This is an optimization exercise on Yosys and OpenROAD, whose aim is small area, a short achievable clock period and few clock cycles per item, not a production implementation. RTL that was checked went through simulation tests only; none was proved equivalent to the original. Only the layout flow was run in runs 1 and 2; the RTL was not checked for function there.

==> flow/design.v, too long to show whole: its modules and the start of the top module <==
// module lfs_cfg: 29 lines
// module lfs_fa: 10 lines
// module lfs_mac: 614 lines
// module lfs_p3: 160 lines
// module lfs_div5: 131 lines
// module lfs_coef: 95 lines
// module lfs_spd: 53 lines
// module lfs_ctrl: 234 lines
// module line_follow_steer_pd_core: 67 lines
module line_follow_steer_pd_core (
  input  logic                              clk,
  input  logic                              rst_n,
  input  logic                              in_valid,
  output logic                              in_ready,
  input  logic [lfs_pkg::PIX_W-1:0]         in_width_near,
  input  logic [lfs_pkg::PIX_W-1:0]         in_width_below,
  input  logic [lfs_pkg::PIX_W-1:0]         in_left_edge_near,
  input  logic [lfs_pkg::PIX_W-1:0]         in_right_edge_near,
  input  logic [lfs_pkg::CQ_W-1:0]          in_centre_exit,
  input  logic [lfs_pkg::CQ_W-1:0]          in_centre_near,
  input  logic [lfs_pkg::CQ_W-1:0]          in_centre_entry,
  input  logic [lfs_pkg::CQ_W-1:0]          in_centre_turn,
  input  logic [lfs_pkg::TURN_W-1:0]        in_turn_row,
  output logic                              out_valid,
  input  logic                              out_ready,
  output logic [lfs_pkg::DUTY_W-1:0]        out_servo_duty,
  output logic [lfs_pkg::SPEED_W-1:0]       out_speed_target,
  output logic [lfs_pkg::COEFF_W-1:0]       out_diff_coeff,
  output logic [lfs_pkg::ROW_W-1:0]         out_marker_row,
  output logic [lfs_pkg::COL_W-1:0]         out_marker_col,
  output logic                              out_marker_valid,
  input  logic                              cfg_we,
  input  logic [lfs_pkg::CFG_IDX_W-1:0]     cfg_idx,
  input  logic [lfs_pkg::CFG_DATA_W-1:0]    cfg_data
);
  // ...
==> flow/run.sh <==
#!/bin/bash
# synth_recipe.tcl (not shown) runs the flow's synth.tcl, then flattens the netlist and writes it again
# the make line also repeats each setting of config.mk as NAME=value (left out here)
make -C /OpenROAD-flow-scripts/flow DESIGN_CONFIG=/design/flow/config.mk WORK_HOME=/design/flow/orfs CLKGATE_MAP_FILE= SYNTH_SCRIPT=/design/flow/synth_recipe.tcl finish
==> flow/config.mk <==
export PLATFORM = sky130hd
export DESIGN_NAME = line_follow_steer_pd_core
export DESIGN_NICKNAME = line_follow_steer_pd_core
export VERILOG_FILES = /design/flow/design.v
export SDC_FILE = /design/flow/constraint.sdc
export NUM_CORES = 4
export LEC_CHECK = 0
export CAP_MARGIN = 20
export CORE_MARGIN = 2
export CORE_UTILIZATION = 40
export SLEW_MARGIN = 20
export SYNTH_HIERARCHICAL = 1
==> flow/constraint.sdc <==
create_clock -name core_clock -period 11.0 [get_ports {clk}]
set_input_delay 2.2000 -clock core_clock [delete_from_list [all_inputs] [get_ports {clk}]]
set_output_delay 2.2000 -clock core_clock [all_outputs]
set_load 0.01 [all_outputs]
==> flow_summary.ini, run 1 <==
[critical_path]
startpoint_type = flip-flop
cp-startpoint = u_ctrl.s3_a[1]$_DFFE_PN_
cp_top_family = compound AO/OA/AOI/OAI gates

[yosys]
synth_top_area_cell = edfxtp_1
yosys.cell_types.count = 116
synth_top_cell_area_share = 0.230
async_reset_ff_frac = 0
ys_seq_elements = 410
synth_compound_gate_area_share = 0.168
synthTopCellsByArea = edfxtp_1, fa_1, ha_1
yosysMostFrequentCell = fa_1
synth_warnings = 8

[placement]
gp_congestion = 0.895
port_buffers = 140
pre_cts_slack_ns = 5.47

[timing]
hold_viol = 0
min_period_ns = 5.36
holdWs_ns = 0.414
drv_slew = 0
period_share = 0.487

[drt]
vias = 26600

[finish]
diodes = 0
flow.area_growth_from_synthesis_pct = 8.54

[clock_tree]
clkTransAtPathRegs_ns = 0.07

[outcome]
outcome = finished clean
==> inputs of run 2 (changes only) <==
--- a/flow/config.mk
+++ b/flow/config.mk
@@ -7,6 +7,6 @@
 export LEC_CHECK = 0
-export CAP_MARGIN = 20
+export CAP_MARGIN = 50
 export CORE_MARGIN = 2
 export CORE_UTILIZATION = 40
-export SLEW_MARGIN = 20
+export SLEW_MARGIN = 70
 export SYNTH_HIERARCHICAL = 1
==> flow_summary.ini, run 2 <==
[finish]
layout.nets = 4487
mostFrequentLayoutCell = fa_1
flow.area_growth_from_synthesis_pct = 11.6
fin_area_um2 = 43700
fin_util = 0.451
largestRegisters = u_ctrl.k_r: 30 flops, u_ctrl.s1_r: 30 flops
drive_above_1_share = 0.119
most-common-layout-cells = fa_1, ha_1, edfxtp_1, inv_1, nand2_1
diodes = 0

[global_routing]
first_global_vias = 27200
grt_max_degree = 94
grt_overflow = 0
grt_pass1_wl_mm = 151
groute.usage.overall = 0.190
antenna_found_initial = 0

[timing]
fin_setup_tns_ns = 0
period_share = 0.465
min_period_ns = 5.11
finalSetupViolCount = 0
drv_slew = 0
rsz0062_at_grt = no
fmax_mhz = 196
hold_viol = 0
finalClockSkew_ns = 0.0578

[drt]
drc_errors = 0
vias = 26900
ant_nets = 0
drtIter0Drc = 1825
wl_mm = 94.3
dr.pass1.iters = 7
viasPerCell = 5.42
routedWlPerCell_um = 19.0

[critical_path]
path_buf_inv = 3
end_kind = flip-flop
startpoint_type = flip-flop
reg2reg_depth = 20
regToRegEndpoint = u_ctrl.s4_high$_DFFE_PN_
critPathSlowestCell = fa_1
crit_type = flip-flop to flip-flop
rrSetupSlack_ns = 5.89
cp-startpoint = u_ctrl.s3_a[1]$_DFFE_PN_
worstPathArrival_ns = 5.45
path_common_cell = a21o_1
crit_fanout = 8
cp_data_required_time_ns = 11.34
crit_chain = inv_1, fa_1, inv_1, fa_1, ha_1, or3_1, o221a_2, a2111oi_4, o21ai_2, a21oi_1, xnor2_2, buf_2, ha_1, a21o_1, a21o_1, a21oi_1, nor2_1, a211oi_1, o31ai_1, a21o_1
critical-path-max-stage-delay_ns = 0.52
cp_top_family = compound AO/OA/AOI/OAI gates
r2r_start = u_ctrl.s3_a[1]$_DFFE_PN_

[floorplanning]
die_area_um2 = 100000
core_um2 = 96900
die_w_um = 317
dieHeight_um = 317
initial_core_util = 0.404
row_count = 114
ios = 150

[placement]
gp_congestion = 0.895
dpl.hpwl_mm = 75.0
port_buffers = 140
dpl_cell_area_um2 = 41900

[outcome]
outcome = finished clean

[yosys]
postSynthCellCount = 3615
yosys.cell_types.count = 116
synth_top_cell_area_share = 0.230
synth_seq_area_share = 0.286
synthFlopType = edfxtp_1
synth_warnings = 8
synth_top_area_cell = edfxtp_1
async_reset_ff_frac = 0
synth_edf_count = 300
synth_area_um2 = 39200
syn_area_per_cell_um2 = 10.8
synth_common_cells = fa_1, ha_1, edfxtp_1, inv_1, nand2_1
synthTopCellsByArea = edfxtp_1, fa_1, ha_1
yosysMostFrequentCell = fa_1
ys_seq_elements = 410

[clock_tree]
cts_buffers = 48
clkTransAtPathRegs_ns = 0.06
clock_path_buffers = 3
postCtsSetupBuffers = 0
cts_tree = done
cts_root_buf = clkbuf_16
insertion_delay_ns = 0.64
cts_htree_levels = 2
cts.sinks = 410
cts-hold-fix-buffers = 0
cts_resized = 0

[worst_hold_path]
whs_endpoint = u_ctrl.out_marker_col[0]$_DFFE_PN_
min_from = u_ctrl.s5_side[3]$_DFFE_PN_
hold_depth = 0
hold_path_class = flip-flop to flip-flop

[job]
cap_violations = 0
==> run 2: worst max path at each step <==
| stage | slack [ns] | end | cells past startpoint |
|---|---|---|---|
| floorplan | 0.11 | u_ctrl.pc_r[4]$_SDFFE_PN1P_ | 8 |
| global placement | 5.48 | u_ctrl.out_marker_col[1]$_DFFE_PN_ | 5 |
| detailed placement | 5.87 | u_ctrl.s4_high$_DFFE_PN_ | 20 |
| CTS | 5.80 | u_ctrl.s4_high$_DFFE_PN_ | 20 |
| global route | 5.57 | u_ctrl.s4_high$_DFFE_PN_ | 20 |
| finish | 5.89 | u_ctrl.s4_high$_DFFE_PN_ | 20 |
==> run 2: kinds of logic after synthesis <==
| kind of cell | after synthesis | share of synthesized area |
|---|---|---|
| AO/OA/AOI/OAI | 856 | 0.168 |
| AND/OR/NAND/NOR | 764 | 0.0982 |
| XOR/XNOR | 291 | 0.0653 |
| buffers and inverters | 528 | 0.0617 |
| adder cells (fa/ha/maj) | 731 | 0.311 |
| flip-flops | 410 | 0.286 |
| other | 4 | 0.000383 |
| multiplexers | 31 | 0.00866 |
==> run 2: area by class of cell <==
cell class                      instances  area [um^2]
Fill cell                            9027        53200
Clock inverter                         38          405
Inverter                              254          980
Sequential cell                       410        11300
Clock buffer                           52         1220
Multi-Input combinational cell       2679        26000
Timing Repair Buffer                  263         2230
Tap cell                             1276         1600
==> run 2: per-stage QoR <==
step | instances | setup slack [ns] | hold slack (ns)
after detailed placement | 4877 | 5.87 | 0.405
after floorplan | 3617 | 0.114 | 0.400
after global placement | 4777 | 5.48 | 0.401
final | 4972 | 5.89 | 0.408
after CTS | 4967 | 5.80 | 0.407
after global routing | 4972 | 5.57 | 0.417
==> run 2: metal layers <==
layer	GRT usage	part of all wire	wire [um]	vias to the layer above
met2	0.326	0.49	46000	563
li1	-	-	-	13000
met3	0.0224	0.035	3320	165
met1	0.245	0.44	41000	13200
met4	0.0758	0.042	3940	0
met5	0	0	0	-
==> run 2: per-module statistics from Yosys (local to each module, per instance), excerpt <==
module	times used	flops+latches	area (um^2)
lfs_p3	1	0	1530
lfs_fa	372	0	20.0
lfs_ctrl	1	348	17700
lfs_cfg	1	62	2910
lfs_spd	1	0	927
lfs_mac	1	0	6250
lfs_coef	1	0	1300
lfs_div5	1	0	1050
==> module lfs_cfg, before the edit <==
module lfs_cfg (
  input  logic                                 clk,
  input  logic                                 rst_n,
  input  logic                                 cfg_we,
  input  logic [lfs_pkg::CFG_IDX_W-1:0]        cfg_idx,
  input  logic [lfs_pkg::CFG_DATA_W-1:0]       cfg_data,
  output logic signed [lfs_pkg::GAIN5_W-1:0]   kp5,
  output logic signed [lfs_pkg::GAIN5_W-1:0]   kd5,
  output logic [lfs_pkg::DUTY_W-1:0]           duty_min,
  output logic [lfs_pkg::DUTY_W-1:0]           duty_max
);
  logic signed [lfs_pkg::GAIN5_W-1:0] g5;
  assign g5 = ($signed(cfg_data) <<< 2) + $signed(cfg_data);
  always_ff @(posedge clk) begin
    if (!rst_n) begin
      kp5      <= '0;
      kd5      <= '0;
      duty_min <= lfs_pkg::DUTY_W'(lfs_pkg::DUTY_MIN_RST);
      duty_max <= lfs_pkg::DUTY_W'(lfs_pkg::DUTY_MAX_RST);
    end else if (cfg_we) begin
      case (cfg_idx)
        2'd0:    kp5      <= g5;
        2'd1:    kd5      <= g5;
        2'd2:    duty_min <= cfg_data[lfs_pkg::DUTY_W-1:0];
        default: duty_max <= cfg_data[lfs_pkg::DUTY_W-1:0];
      endcase
    end
  end
endmodule
==> module lfs_ctrl, before the edit <==
module lfs_ctrl (
  input  logic                clk,
  input  logic                rst_n,
  input  logic                in_valid,
  output logic                in_ready,
  input  logic [6:0]          in_width_near,
  input  logic [6:0]          in_width_below,
  input  logic [6:0]          in_left_edge_near,
  input  logic [6:0]          in_right_edge_near,
  input  logic [10:0]         in_centre_exit,
  input  logic [10:0]         in_centre_near,
  input  logic [10:0]         in_centre_entry,
  input  logic [10:0]         in_centre_turn,
  input  logic [5:0]          in_turn_row,
  output logic                out_valid,
  input  logic                out_ready,
  output logic [11:0]         out_servo_duty,
  output logic [9:0]          out_speed_target,
  output logic [10:0]         out_diff_coeff,
  output logic [5:0]          out_marker_row,
  output logic [6:0]          out_marker_col,
  output logic                out_marker_valid,
  input  logic signed [18:0]  kp5,
  input  logic signed [18:0]  kd5,
  input  logic [11:0]         duty_min,
  input  logic [11:0]         duty_max
);
  logic adv;
  logic kv_r, v1_r, v2_r, v3_r, v4_r, v5_r, ov_r;
  assign adv       = !(ov_r && !out_ready);
  assign in_ready  = !kv_r;
  assign out_valid = ov_r;
  typedef struct packed {
    logic [10:0] c;
    logic        e;      
    logic        x;      
    logic [5:0]  tr;
    logic [10:0] ct;
  } fr_t;
  fr_t         f_in, k_r, s1_r;
  logic [11:0] c_sum;
  always_comb begin
    c_sum   = {1'b0, in_centre_near} + 12'd1264;
    f_in.e  = (in_width_near >= 7'd78);
    f_in.x  = !f_in.e && (in_width_below >= 7'd60);
    f_in.tr = in_turn_row;
    f_in.ct = in_centre_turn;
    if (f_in.e)                           f_in.c = in_centre_entry;
    else if (f_in.x)                      f_in.c = in_centre_exit;
    else if (in_left_edge_near < 7'd2)    f_in.c = {1'b0, in_centre_near[10:1]};
    else if (in_right_edge_near > 7'd77)  f_in.c = c_sum[11:1];
    else                                  f_in.c = in_centre_near;
  end
  always_ff @(posedge clk) begin
    if (!kv_r) k_r <= f_in;
    if (adv) s1_r <= kv_r ? k_r : f_in;
  end
  logic [10:0]        pc_r;         
  logic signed [11:0] err1, dif1;
  logic signed [13:0] dct3_1;
  logic [11:0]        aerr1;
  logic [5:0]         eh1, eo1, et1, dh1, do1, dt1;
  function automatic logic [17:0] booth12(input logic [11:0] y);
    logic [12:0] yp;
    logic [5:0]  h, o, t;
    yp = {y, 1'b0};
    for (int i = 0; i < 6; i++) begin
      h[i] = yp[2*i+2];
      o[i] = yp[2*i+1] ^ yp[2*i];
      t[i] = (yp[2*i+2] & !yp[2*i+1] & !yp[2*i]) | (!yp[2*i+2] & yp[2*i+1] & yp[2*i]);
    end
    booth12 = {h, o, t};
  endfunction
  always_comb begin
    err1   = $signed({1'b0, s1_r.c}) - 12'sd624;
    dif1   = $signed({1'b0, s1_r.c}) - $signed({1'b0, pc_r});
    dct3_1 = $signed({1'b0, s1_r.ct, 1'b0}) + $signed({1'b0, s1_r.ct}) - 14'sd1872;
    aerr1  = err1[11] ? 12'(-err1) : 12'(err1);
    {eh1, eo1, et1} = booth12(err1);
    {dh1, do1, dt1} = booth12(dif1);
  end
  logic [5:0]         s2_eh, s2_eo, s2_et, s2_dh, s2_do, s2_dt;
  logic [11:0]        s2_aerr;
  logic signed [13:0] s2_dct3;
  logic [5:0]         s2_tr;
  logic               s2_z, s2_e, s2_x, s2_mval;
  logic [6:0]         s2_col;
  always_ff @(posedge clk) begin
    if (adv) begin
      s2_eh   <= eh1;
      s2_eo   <= eo1;
      s2_et   <= et1;
      s2_dh   <= dh1;
      s2_do   <= do1;
      s2_dt   <= dt1;
      s2_aerr <= aerr1;
      s2_dct3 <= dct3_1;
      s2_tr   <= s1_r.tr;
      s2_z    <= (s1_r.tr == 6'd59);
      s2_e    <= s1_r.e;
      s2_x    <= s1_r.x;
      s2_col  <= s1_r.c[10:4];
      s2_mval <= (s1_r.c[10:4] > 7'd1) && (s1_r.c[10:4] < 7'd78);
    end
  end
  logic [5:0]  trz2;
  logic [31:0] m_a2, m_b2;
  logic [19:0] p3_2;
  logic [9:0]  lo2;
  logic [6:0]  spd2;
  assign trz2 = s2_z ? 6'd0 : s2_tr;
  lfs_mac u_mac (
    .kp5 (kp5),
    .kd5 (kd5),
    .e_h (s2_eh),
    .e_o (s2_eo),
    .e_t (s2_et),
    .d_h (s2_dh),
    .d_o (s2_do),
    .d_t (s2_dt),
    .m_a (m_a2),
    .m_b (m_b2)
  );
  lfs_p3 u_p3 (
    .trz  (trz2),
    .dct3 (s2_dct3),
    .p3   (p3_2)
  );
  assign lo2 = {2'b00, m_a2[7:0]} + {2'b00, m_b2[7:0]} + {2'b00, p3_2[1:0], 6'b0};
  lfs_spd u_spd (
    .tr   (s2_tr),
    .aerr (s2_aerr),
    .spd  (spd2)
  );
  typedef struct packed {
    logic [6:0] spd;     
    logic [6:0] col;
    logic       mval;
    logic       e;
    logic       x;
  } side_t;
  logic [23:0] s3_a, s3_b;
  logic [17:0] s3_p;
  logic [1:0]  s3_c;
  side_t       s3_side, s4_side, s5_side;
  always_ff @(posedge clk) begin
    if (adv) begin
      s3_a    <= m_a2[31:8];
      s3_b    <= m_b2[31:8];
      s3_p    <= p3_2[19:2];
      s3_c    <= lo2[9:8];
      s3_side <= {spd2, s2_col, s2_mval, s2_e, s2_x};
    end
  end
  logic [23:0] hs3;
  logic [19:0] xs3;
  logic [14:0] lo5, hi5p;
  logic        low3, high3, sq3;
  assign hs3   = s3_a + s3_b + {{6{s3_p[17]}}, s3_p} + 24'(s3_c);
  assign xs3   = hs3[23:4];
  assign lo5   = {duty_min, 2'b00} + 15'(duty_min);
  assign hi5p  = {duty_max, 2'b00} + 15'(duty_max) + 15'd4;
  assign low3  = xs3[19] || (xs3[18:0] < 19'(lo5));
  assign high3 = (xs3[18:0] > 19'(hi5p));
  assign sq3   = (xs3[18:0] < 19'd7500);       
  logic [14:0] s4_x;
  logic        s4_low, s4_high, s4_sq;
  always_ff @(posedge clk) begin
    if (adv) begin
      s4_x    <= xs3[14:0];
      s4_low  <= low3;
      s4_high <= high3;
      s4_sq   <= sq3;
      s4_side <= s3_side;
    end
  end
  logic [11:0] q4, mlh4, duty4;
  logic        s4;
  lfs_div5 u_div5 (
    .x (s4_x),
    .q (q4)
  );
  assign mlh4  = (duty_min > duty_max) ? duty_max : duty_min;
  assign duty4 = s4_low ? mlh4 : s4_high ? duty_max : q4;
  assign s4    = s4_low ? (mlh4 < 12'd1500) : s4_high ? (duty_max < 12'd1500) : s4_sq;
  logic [11:0] s5_duty;
  logic        s5_s;
  always_ff @(posedge clk) begin
    if (adv) begin
      s5_duty <= duty4;
      s5_s    <= s4;
      s5_side <= s4_side;
    end
  end
  logic [10:0] coeff5;
  lfs_coef u_coef (
    .u     (s5_duty ^ {12{s5_s}}),
    .s     (s5_s),
    .coeff (coeff5)
  );
  always_ff @(posedge clk) begin
    if (adv) begin
      out_servo_duty   <= s5_duty;
      out_speed_target <= {3'b001, s5_side.spd};
      out_diff_coeff   <= coeff5;
      out_marker_row   <= {s5_side.e, !s5_side.e, !s5_side.x, s5_side.x, 1'b1, !s5_side.x};
      out_marker_col   <= s5_side.col;
      out_marker_valid <= s5_side.mval;
    end
  end
  always_ff @(posedge clk) begin
    if (!rst_n) begin
      kv_r <= 1'b0;
      v1_r <= 1'b0;
      v2_r <= 1'b0;
      v3_r <= 1'b0;
      v4_r <= 1'b0;
      v5_r <= 1'b0;
      ov_r <= 1'b0;
      pc_r <= 11'd624;
    end else begin
      kv_r <= (kv_r || in_valid) && !adv;
      if (adv) begin
        v1_r <= kv_r || in_valid;
        v2_r <= v1_r;
        v3_r <= v2_r;
        v4_r <= v3_r;
        v5_r <= v4_r;
        ov_r <= v5_r;
        if (v1_r) pc_r <= s1_r.c;
      end
    end
  end
endmodule
==> inputs of run 3 (changes only) <==
--- a/flow/design.v
+++ b/flow/design.v
@@ -29,16 +29,12 @@
   assign g5 = ($signed(cfg_data) <<< 2) + $signed(cfg_data);
+  logic we_p, we_d, we_l, we_h;
+  assign we_p = !rst_n || (cfg_we && cfg_idx == 2'd0);
+  assign we_d = !rst_n || (cfg_we && cfg_idx == 2'd1);
+  assign we_l = !rst_n || (cfg_we && cfg_idx == 2'd2);
+  assign we_h = !rst_n || (cfg_we && cfg_idx == 2'd3);
   always_ff @(posedge clk) begin
-    if (!rst_n) begin
-      kp5      <= '0;
-      kd5      <= '0;
-      duty_min <= lfs_pkg::DUTY_W'(lfs_pkg::DUTY_MIN_RST);
-      duty_max <= lfs_pkg::DUTY_W'(lfs_pkg::DUTY_MAX_RST);
-    end else if (cfg_we) begin
-      case (cfg_idx)
-        2'd0:    kp5      <= g5;
-        2'd1:    kd5      <= g5;
-        2'd2:    duty_min <= cfg_data[lfs_pkg::DUTY_W-1:0];
-        default: duty_max <= cfg_data[lfs_pkg::DUTY_W-1:0];
-      endcase
-    end
+    if (we_p) kp5      <= rst_n ? g5 : '0;
+    if (we_d) kd5      <= rst_n ? g5 : '0;
+    if (we_l) duty_min <= rst_n ? cfg_data[lfs_pkg::DUTY_W-1:0] : lfs_pkg::DUTY_W'(lfs_pkg::DUTY_MIN_RST);
+    if (we_h) duty_max <= rst_n ? cfg_data[lfs_pkg::DUTY_W-1:0] : lfs_pkg::DUTY_W'(lfs_pkg::DUTY_MAX_RST);
   end
@@ -1136,5 +1132,5 @@
   logic adv;
-  logic kv_r, v1_r, v2_r, v3_r, v4_r, v5_r, ov_r;
+  logic v1_r, v2_r, v3_r, v4_r, v5_r, ov_r;
   assign adv       = !(ov_r && !out_ready);
-  assign in_ready  = !kv_r;
+  assign in_ready  = adv;
   assign out_valid = ov_r;
@@ -1147,3 +1143,3 @@
   } fr_t;
-  fr_t         f_in, k_r, s1_r;
+  fr_t         f_in, s1_r;
   logic [11:0] c_sum;
@@ -1162,4 +1158,3 @@
   always_ff @(posedge clk) begin
-    if (!kv_r) k_r <= f_in;
-    if (adv) s1_r <= kv_r ? k_r : f_in;
+    if (adv) s1_r <= f_in;
   end
@@ -1320,3 +1315,2 @@
     if (!rst_n) begin
-      kv_r <= 1'b0;
       v1_r <= 1'b0;
@@ -1329,5 +1323,4 @@
     end else begin
-      kv_r <= (kv_r || in_valid) && !adv;
       if (adv) begin
-        v1_r <= kv_r || in_valid;
+        v1_r <= in_valid;
         v2_r <= v1_r;
--- a/flow/config.mk
+++ b/flow/config.mk
@@ -7,6 +7,6 @@
 export LEC_CHECK = 0
-export CAP_MARGIN = 50
+export CAP_MARGIN = 20
 export CORE_MARGIN = 2
 export CORE_UTILIZATION = 40
-export SLEW_MARGIN = 70
+export SLEW_MARGIN = 20
 export SYNTH_HIERARCHICAL = 1
==> flow_summary.ini, run 3 <==
[yosys]
synthTopCellsByArea = edfxtp_1, fa_1, ha_1
ys_seq_elements = 379
synth_area_um2 = 38400
synth_edf_count = 362
postSynthCellCount = 3452
synthFlopType = edfxtp_1
yosysMostFrequentCell = fa_1
synth_top_cell_area_share = 0.283
synth_common_cells = fa_1, edfxtp_1, ha_1, inv_1, xor2_1
synth_top_area_cell = edfxtp_1
synth_seq_area_share = 0.292
async_reset_ff_frac = 0
syn_area_per_cell_um2 = 11.1
yosys.cell_types.count = 111
synth_warnings = 8

[critical_path]
regToRegEndpoint = u_ctrl.s5_duty[11]$_DFFE_PN_
critPathSlowestCell = clkdlybuf4s50_1
r2r_start = u_ctrl.s4_x[7]$_DFFE_PN_
crit_type = input pin to output port
critical-path-max-stage-delay_ns = 0.60
startpoint_type = input pin
cp_data_required_time_ns = 8.80
rrSetupSlack_ns = 5.71
crit_chain = clkdlybuf4s50_1, nor2b_1, inv_8, clkdlybuf4s50_1
worstPathArrival_ns = 4.14
crit_fanout = 93
cp_top_family = buffers and inverters
end_kind = output port
reg2reg_depth = 14
path_buf_inv = 3
path_common_cell = clkdlybuf4s50_1

[timing]
drv_slew = 0
hold_viol = 0
worstMarginPinSlew_ns = 1.14
rsz0062_at_grt = no
fmax_mhz = 158
period_share = 0.576
holdWs_ns = 0.408
fin_setup_tns_ns = 0
min_period_ns = 6.34
finalClockSkew_ns = 0.0286
finalSetupViolCount = 0
relSlewSlack = 0.239

[finish]
mostFrequentLayoutCell = fa_1
layout.nets = 4251
flow.area_growth_from_synthesis_pct = 9.33
fillers = 8885
fin_area_um2 = 42000
most-common-layout-cells = fa_1, edfxtp_1, ha_1, inv_1, xor2_1
diodes = 0
drive_above_1_share = 0.0668
top_register = u_ctrl.s1_r
largest_reg_flops = 30
largestRegisters = u_ctrl.s1_r: 30 flops, u_ctrl.s3_a: 24 flops, u_ctrl.s3_b: 24 flops

[drt]
drc_errors = 0
ant_nets = 0
routedWlPerCell_um = 19.3
dr.pass1.iters = 5
viasPerCell = 5.50
wl_mm = 91.2
vias = 26000
drtIter0Drc = 1808

[clock_tree]
clkTransAtPathRegs_ns = 0.07
insertion_delay_ns = 0.64
cts_tree = done
clock_path_buffers = 3
cts_root_buf = clkbuf_16
cts_resized = 0
cts.sinks = 379
cts_buffers = 46
cts-hold-fix-buffers = 0
cts_htree_levels = 2
postCtsSetupBuffers = 0

[global_routing]
grt_max_degree = 94
first_global_vias = 26500
grt_overflow = 0
groute.usage.overall = 0.187
antenna_found_initial = 0
grt_pass1_wl_mm = 146

[worst_hold_path]
whs_endpoint = u_ctrl.out_marker_col[0]$_DFFE_PN_
min_from = u_ctrl.s5_side[3]$_DFFE_PN_
hold_path_class = flip-flop to flip-flop
hold_depth = 0

[placement]
port_buffers = 140
dpl_cell_area_um2 = 40300
gp_congestion = 0.878
dpl.hpwl_mm = 71.9

[floorplanning]
die_w_um = 314
die_area_um2 = 98600
row_count = 113
core_um2 = 95200
ios = 150
initial_core_util = 0.404
dieHeight_um = 314

[outcome]
outcome = finished clean

[job]
cap_violations = 0
==> run 3: cell count changes after synthesis, moves of 17 or more <==
| cell | delta |
|---|---|
| edfxtp_1 | +62 |
| nand2_1 | -90 |
| dfxtp_1 | -93 |
| a21oi_1 | +34 |
| a21boi_0 | -35 |
| and2_1 | +20 |
| mux2_2 | -17 |
| nand3_1 | -29 |
==> run 3: worst reg2reg max path, delay by kind of cell (launching register included) <==
kind | cells | cell delay [ns]
compound gates | 6 | 1.61
buf+inv | 1 | 0.30
simple gates | 1 | 0.34
xor+xnor | 1 | 0.08
fa+ha+maj | 5 | 2.19
flops | 1 | 0.53
==> run 3: cell type report <==
| type | instances | area [um^2] | share of cell area |
|---|---|---|---|
| clock buffers | 50 | 1170 | 0.0278 |
| well taps | 1265 | 1580 | 0.0377 |
| flip-flops and latches | 379 | 11200 | 0.267 |
| multi-input cells | 2560 | 24900 | 0.592 |
| clock inverters | 35 | 513 | 0.0122 |
| repair buffers | 175 | 1690 | 0.0401 |
| inverters | 258 | 976 | 0.0232 |
==> run 3: through the flow <==
stage	utilization	std cells	setup WS, ns
finish	0.442	4722	4.66
CTS	0.441	4720	4.58
global placement	0.423	4635	4.61
global route	0.442	4722	4.54
floorplan	-	3454	0.498
detailed placement	0.423	4635	4.59
==> run 3: per-module statistics from Yosys, one instance, submodules excluded, excerpt <==
module | cells | times used | cell area, um^2
lfs_cfg | 193 | 1 | 2790
lfs_coef | 169 | 1 | 1260
lfs_ctrl | 1333 | 1 | 16800
lfs_div5 | 197 | 1 | 1440
lfs_fa | 1 | 372 | 20.0
lfs_mac | 837 | 1 | 6250
lfs_p3 | 222 | 1 | 1530
lfs_spd | 129 | 1 | 927
==> run 3: layer usage <==
metal / up-vias / global-route usage / wire length [um]
li1: 12300 / - / -
met1: 12900 / 0.254 / 41200
met2: 609 / 0.313 / 43400
met3: 126 / 0.0272 / 4390
met4: 0 / 0.0481 / 2140
met5: - / 0 / 0
==> run 3: worst max-delay path by stage <==
stage / from / to / cells past startpoint
2_1_floorplan: out_ready / in_ready / 3
3_3_place_gp: out_ready / in_ready / 4
3_5_place_dp: out_ready / in_ready / 4
4_1_cts: out_ready / in_ready / 4
5_1_grt: out_ready / in_ready / 4
6_report: out_ready / in_ready / 4
==> run 3: logic make-up after synthesis <==
logic type	share of synthesized area
XOR/XNOR	0.0647
flip-flops	0.292
buffers and inverters	0.0615
AND/OR/NAND/NOR	0.0904
adder cells (fa/ha/maj)	0.317
other	0.000391
multiplexers	0.00436
AO/OA/AOI/OAI	0.170
Testbench counts of run 3, summed over its fixed seeds: cycles 3,248, items 3,200.

==> separate check: timing with driven ports <==
The results above use ideal ports. As a check the final layouts listed here were re-extracted and re-timed, cells and wires unchanged. Step 1 (the two cells are an assumption about what drives the block):
set clk [get_ports {clk}]
set_driving_cell -lib_cell sky130_fd_sc_hd__clkbuf_16 $clk
set_driving_cell -lib_cell sky130_fd_sc_hd__buf_2 [delete_from_list [all_inputs] $clk]
Step 2 moves the port delays by t, midway between the first and last clock arrival at a register: inputs arrive t later, outputs are due t later. That takes back most of the time a late clock gives input paths. Slacks: no drivers / after step 1 / after step 2; pairs: no drivers / after step 1.
run	t, ns	setup slack, ns	worst data-port slew with drivers (ns)	pins driven straight from the clock port
run 1	0.665	5.644 / 5.644 / 5.560	0.05	1
run 2	0.673	5.886 / 5.886 / 5.886	0.05	1
run 3	0.696	4.665 / 4.645 / 4.645	0.05	1
After both steps every run listed still meets setup and hold. The setup slack of run 1, which loses most, moves by 0.000 ns with the drivers and by -0.084 ns with both steps.
